What follows belongs to an exercise in optimizing a design on an open flow for small area and a short achievable clock period; a production flow would make more cautious choices. Only simulation tests tie the RTL to the original design; equivalence was not proved. Power is estimated from default activity; no workload was simulated.

sierra:
Design dma_rd_top, start of the top module:
module dma_rd_top (
  input  logic                                           clks,
  input  logic                                           rst_n,
  input  logic                                           desc_empty,
  input  dma_rd_pkg::addr_t                              desc_addr,
  output logic                                           desc_pop,
  output logic                                           arvalid,
  output dma_rd_pkg::addr_t                              araddr,
  output dma_rd_pkg::axi_id_t                            arid,
  output logic [7:0]                                     arlen,
  output logic [2:0]                                     arsize,
  output logic [1:0]                                     arburst,
  input  logic                                           arready,
  input  logic                                           rvalid,
  input  dma_rd_pkg::data_t                              rdata,
  input  dma_rd_pkg::axi_id_t                            rid,
  input  logic [1:0]                                     rresp,
  input  logic                                           rlast,
  output logic                                           rready,
  output dma_rd_pkg::data_t [dma_rd_pkg::num_ch-1:0]      pkt_data,
  output dma_rd_pkg::ch_mask_t                           pkt_empty,
  input  dma_rd_pkg::ch_mask_t                           pkt_pop,
  output dma_rd_pkg::ctrl_word_t [dma_rd_pkg::num_ch-1:0] pkt_ctrl,
  output dma_rd_pkg::ch_mask_t                           pkt_ctrl_empty,
  input  dma_rd_pkg::ch_mask_t                           pkt_ctrl_pop
);
For scale: ~410 I/O pins, ~130000 sq um of cells after synthesis.
Settings: LEC_CHECK=0, CAP_MARGIN=10, CORE_MARGIN=2, CORE_UTILIZATION=65, CTS_CLUSTER_DIAMETER=100, CTS_CLUSTER_SIZE=30, PLACE_DENSITY=0.75, SETUP_SLACK_MARGIN=4.3, SLEW_MARGIN=10, SYNTH_HIERARCHICAL=1, SYNTH_MINIMUM_KEEP_SIZE=0; clock period 8.0 ns.
run.sh (not shown) runs the stock make flow with config.mk's settings and CLKGATE_MAP_FILE= SYNTH_SCRIPT=/design/flow/synth_recipe.tcl, a recipe that flattens the netlist after the stock synthesis.
Changes in amber relative to sierra:
==> flow/flow/run.sh (new file) <==
#!/bin/bash
# Own flow: the standard layout (standard.sh's make call, same design,
# constraints, synthesis and steps) with two ORFS settings changed:
#  - the port buffers are plain buf_2 cells rather than the delay cell
#    buffer_ports picks by default;
#  - the resizer may swap a cell for one of another width
#    (MATCH_CELL_FOOTPRINT 0), so timing repair can upsize those buffers.
# The make output goes to standard.log in the work folder; ORFS keeps each
# step's own log under orfs/logs.
set -euo pipefail
cd "$(dirname "$0")/.."
export BUFFER_PORTS_ARGS="-buffer_cell sky130_fd_sc_hd__buf_2"
sed -e 's/^make -C \(.*\) "\${@:-finish}"$/make -C \1 MATCH_CELL_FOOTPRINT=0 "${@:-finish}"/' standard.sh > flow/standard_mod.sh
grep -q "MATCH_CELL_FOOTPRINT=0" flow/standard_mod.sh
bash flow/standard_mod.sh > standard.log 2>&1
==> flow/standard.sh (new file) <==
#!/bin/bash
# synth_recipe.tcl (not shown) runs the flow's synth.tcl, then flattens the netlist and writes it again
# the make line also repeats each setting of config.mk as NAME=value (left out here)
make -C /OpenROAD-flow-scripts/flow DESIGN_CONFIG=/design/flow/config.mk WORK_HOME=/design/flow/orfs CLKGATE_MAP_FILE= SYNTH_SCRIPT=/design/flow/synth_recipe.tcl "${@:-finish}"
removed: flow/run.sh
Notes after the runs:
[compare] base=sierra new=amber: utilization decreased by 0.89 points relative to the old numbers; area taken by flip-flops and latches roughly the same; maximum net fanout on the critical path grew by 2.
sierra -> amber: total power decreased slightly
On global-route total usage across every layer, the higher figure sits with sierra, not amber.
amber vs. sierra: sequential share of layout area saw an increase, via count saw little to no change, maximum number of pins on one net before global-route repair saw an increase.
The higher clock power share of sierra and amber is in amber.
In summary, amber completed successfully, with a layout that passed the timing, DRC and antenna checks.

---

Another version of the RTL of dma_rd_top (not shown whole).
For scale: ~6700 cells after synthesis, ~130000 µm² of cells after synthesis.
Design dma_rd_top, start of the top module:
module dma_rd_top (
  input  logic                                           clks,
  input  logic                                           rst_n,
  input  logic                                           desc_empty,
  input  dma_rd_pkg::addr_t                              desc_addr,
  output logic                                           desc_pop,
  output logic                                           arvalid,
  output dma_rd_pkg::addr_t                              araddr,
  output dma_rd_pkg::axi_id_t                            arid,
  output logic [7:0]                                     arlen,
  output logic [2:0]                                     arsize,
  output logic [1:0]                                     arburst,
  input  logic                                           arready,
  input  logic                                           rvalid,
  input  dma_rd_pkg::data_t                              rdata,
  input  dma_rd_pkg::axi_id_t                            rid,
  input  logic [1:0]                                     rresp,
  input  logic                                           rlast,
  output logic                                           rready,
  output dma_rd_pkg::data_t [dma_rd_pkg::num_ch-1:0]      pkt_data,
  output dma_rd_pkg::ch_mask_t                           pkt_empty,
  input  dma_rd_pkg::ch_mask_t                           pkt_pop,
  output dma_rd_pkg::ctrl_word_t [dma_rd_pkg::num_ch-1:0] pkt_ctrl,
  output dma_rd_pkg::ch_mask_t                           pkt_ctrl_empty,
  input  dma_rd_pkg::ch_mask_t                           pkt_ctrl_pop
);
==> flow/config.mk <==
export PLATFORM = sky130hd
export DESIGN_NAME = dma_rd_top
export DESIGN_NICKNAME = dma_rd_top
export VERILOG_FILES = /design/flow/design.v
export SDC_FILE = /design/flow/constraint.sdc
export NUM_CORES = 4
export LEC_CHECK = 0
export CAP_MARGIN = 20
export CORE_MARGIN = 2
export CORE_UTILIZATION = 65
export CTS_CLUSTER_DIAMETER = 100
export CTS_CLUSTER_SIZE = 30
export PLACE_DENSITY = 0.75
export SETUP_SLACK_MARGIN = 4.3
export SLEW_MARGIN = 20
export SYNTH_HIERARCHICAL = 1
export SYNTH_MINIMUM_KEEP_SIZE = 0
==> flow/constraint.sdc <==
create_clock -name core_clock -period 8.0 [get_ports {clks}]
set_input_delay 1.6000 -clock core_clock [delete_from_list [all_inputs] [get_ports {clks}]]
set_output_delay 1.6000 -clock core_clock [all_outputs]
set_load 0.01 [all_outputs]
Stock flow here: none of the scripts above is used.
The baseline completed without violations.
Edit:
==> flow/flow/run.sh (new file) <==
#!/bin/bash
# Own flow: the standard layout (standard.sh's make call, same design,
# constraints, synthesis and steps) with two ORFS settings changed:
#  - the port buffers are plain buf_2 cells rather than the delay cell
#    buffer_ports picks by default;
#  - the resizer may swap a cell for one of another width
#    (MATCH_CELL_FOOTPRINT 0), so timing repair can upsize those buffers.
# The make output goes to standard.log in the work folder; ORFS keeps each
# step's own log under orfs/logs.
set -euo pipefail
cd "$(dirname "$0")/.."
export BUFFER_PORTS_ARGS="-buffer_cell sky130_fd_sc_hd__buf_2"
sed -e 's/^make -C \(.*\) "\${@:-finish}"$/make -C \1 MATCH_CELL_FOOTPRINT=0 "${@:-finish}"/' standard.sh > flow/standard_mod.sh
grep -q "MATCH_CELL_FOOTPRINT=0" flow/standard_mod.sh
bash flow/standard_mod.sh > standard.log 2>&1
==> flow/standard.sh (new file) <==
#!/bin/bash
# synth_recipe.tcl (not shown) runs the flow's synth.tcl, then flattens the netlist and writes it again
# the make line also repeats each setting of config.mk as NAME=value (left out here)
make -C /OpenROAD-flow-scripts/flow DESIGN_CONFIG=/design/flow/config.mk WORK_HOME=/design/flow/orfs CLKGATE_MAP_FILE= SYNTH_SCRIPT=/design/flow/synth_recipe.tcl "${@:-finish}"
removed: flow/run.sh
The new run ran to the end with no violations.
Clock power increases by about 0.5%.
Design area decreases by 1.2%.
Cell count stays flat.
Global-route usage increases by 0.13 points.
Worst setup slack improved by 0.023 ns.
Hold slack got worse by 0.039 ns.
Die area stays the same.
Total power decreases by 1.3%.
Wire length barely changes.
First-iteration DRC count increases by 6.6%.

-- port drivers added, routing unchanged --
Ports are ideal in the flow. The routed layouts listed here were re-timed in OpenROAD.
Step 1 (the two cells are an assumption about what drives the block):
set clk [get_ports {clks}]
set_driving_cell -lib_cell sky130_fd_sc_hd__clkbuf_16 $clk
set_driving_cell -lib_cell sky130_fd_sc_hd__buf_2 [delete_from_list [all_inputs] $clk]
Step 2 adds t to the input delays and takes it off the output delays; t is the mean of the earliest and latest rising clock arrival at the registers after step 1. Input paths then give back, and output paths get back, about the clock's delay inside the block.
Three values: no drivers, after step 1, after step 2; two values: the first two.
| run | t (ns) | slack for setup (ns) | cell pins on the clock port's net |
|---|---|---|---|
| sierra | 0.937 | 4.025 / 3.976 / 3.533 | 1 |
| amber | 0.929 | 3.986 / 3.939 / 3.632 | 1 |
| the first run of note 2 | 0.936 | 3.937 / 3.887 / 3.491 | 1 |
| the second run of note 2 | 0.931 | 3.960 / 3.903 / 3.635 | 1 |
After both steps every run listed still meets setup and hold. The setup slack of sierra, which loses most, moves by -0.049 ns with the drivers and by -0.492 ns with both steps.
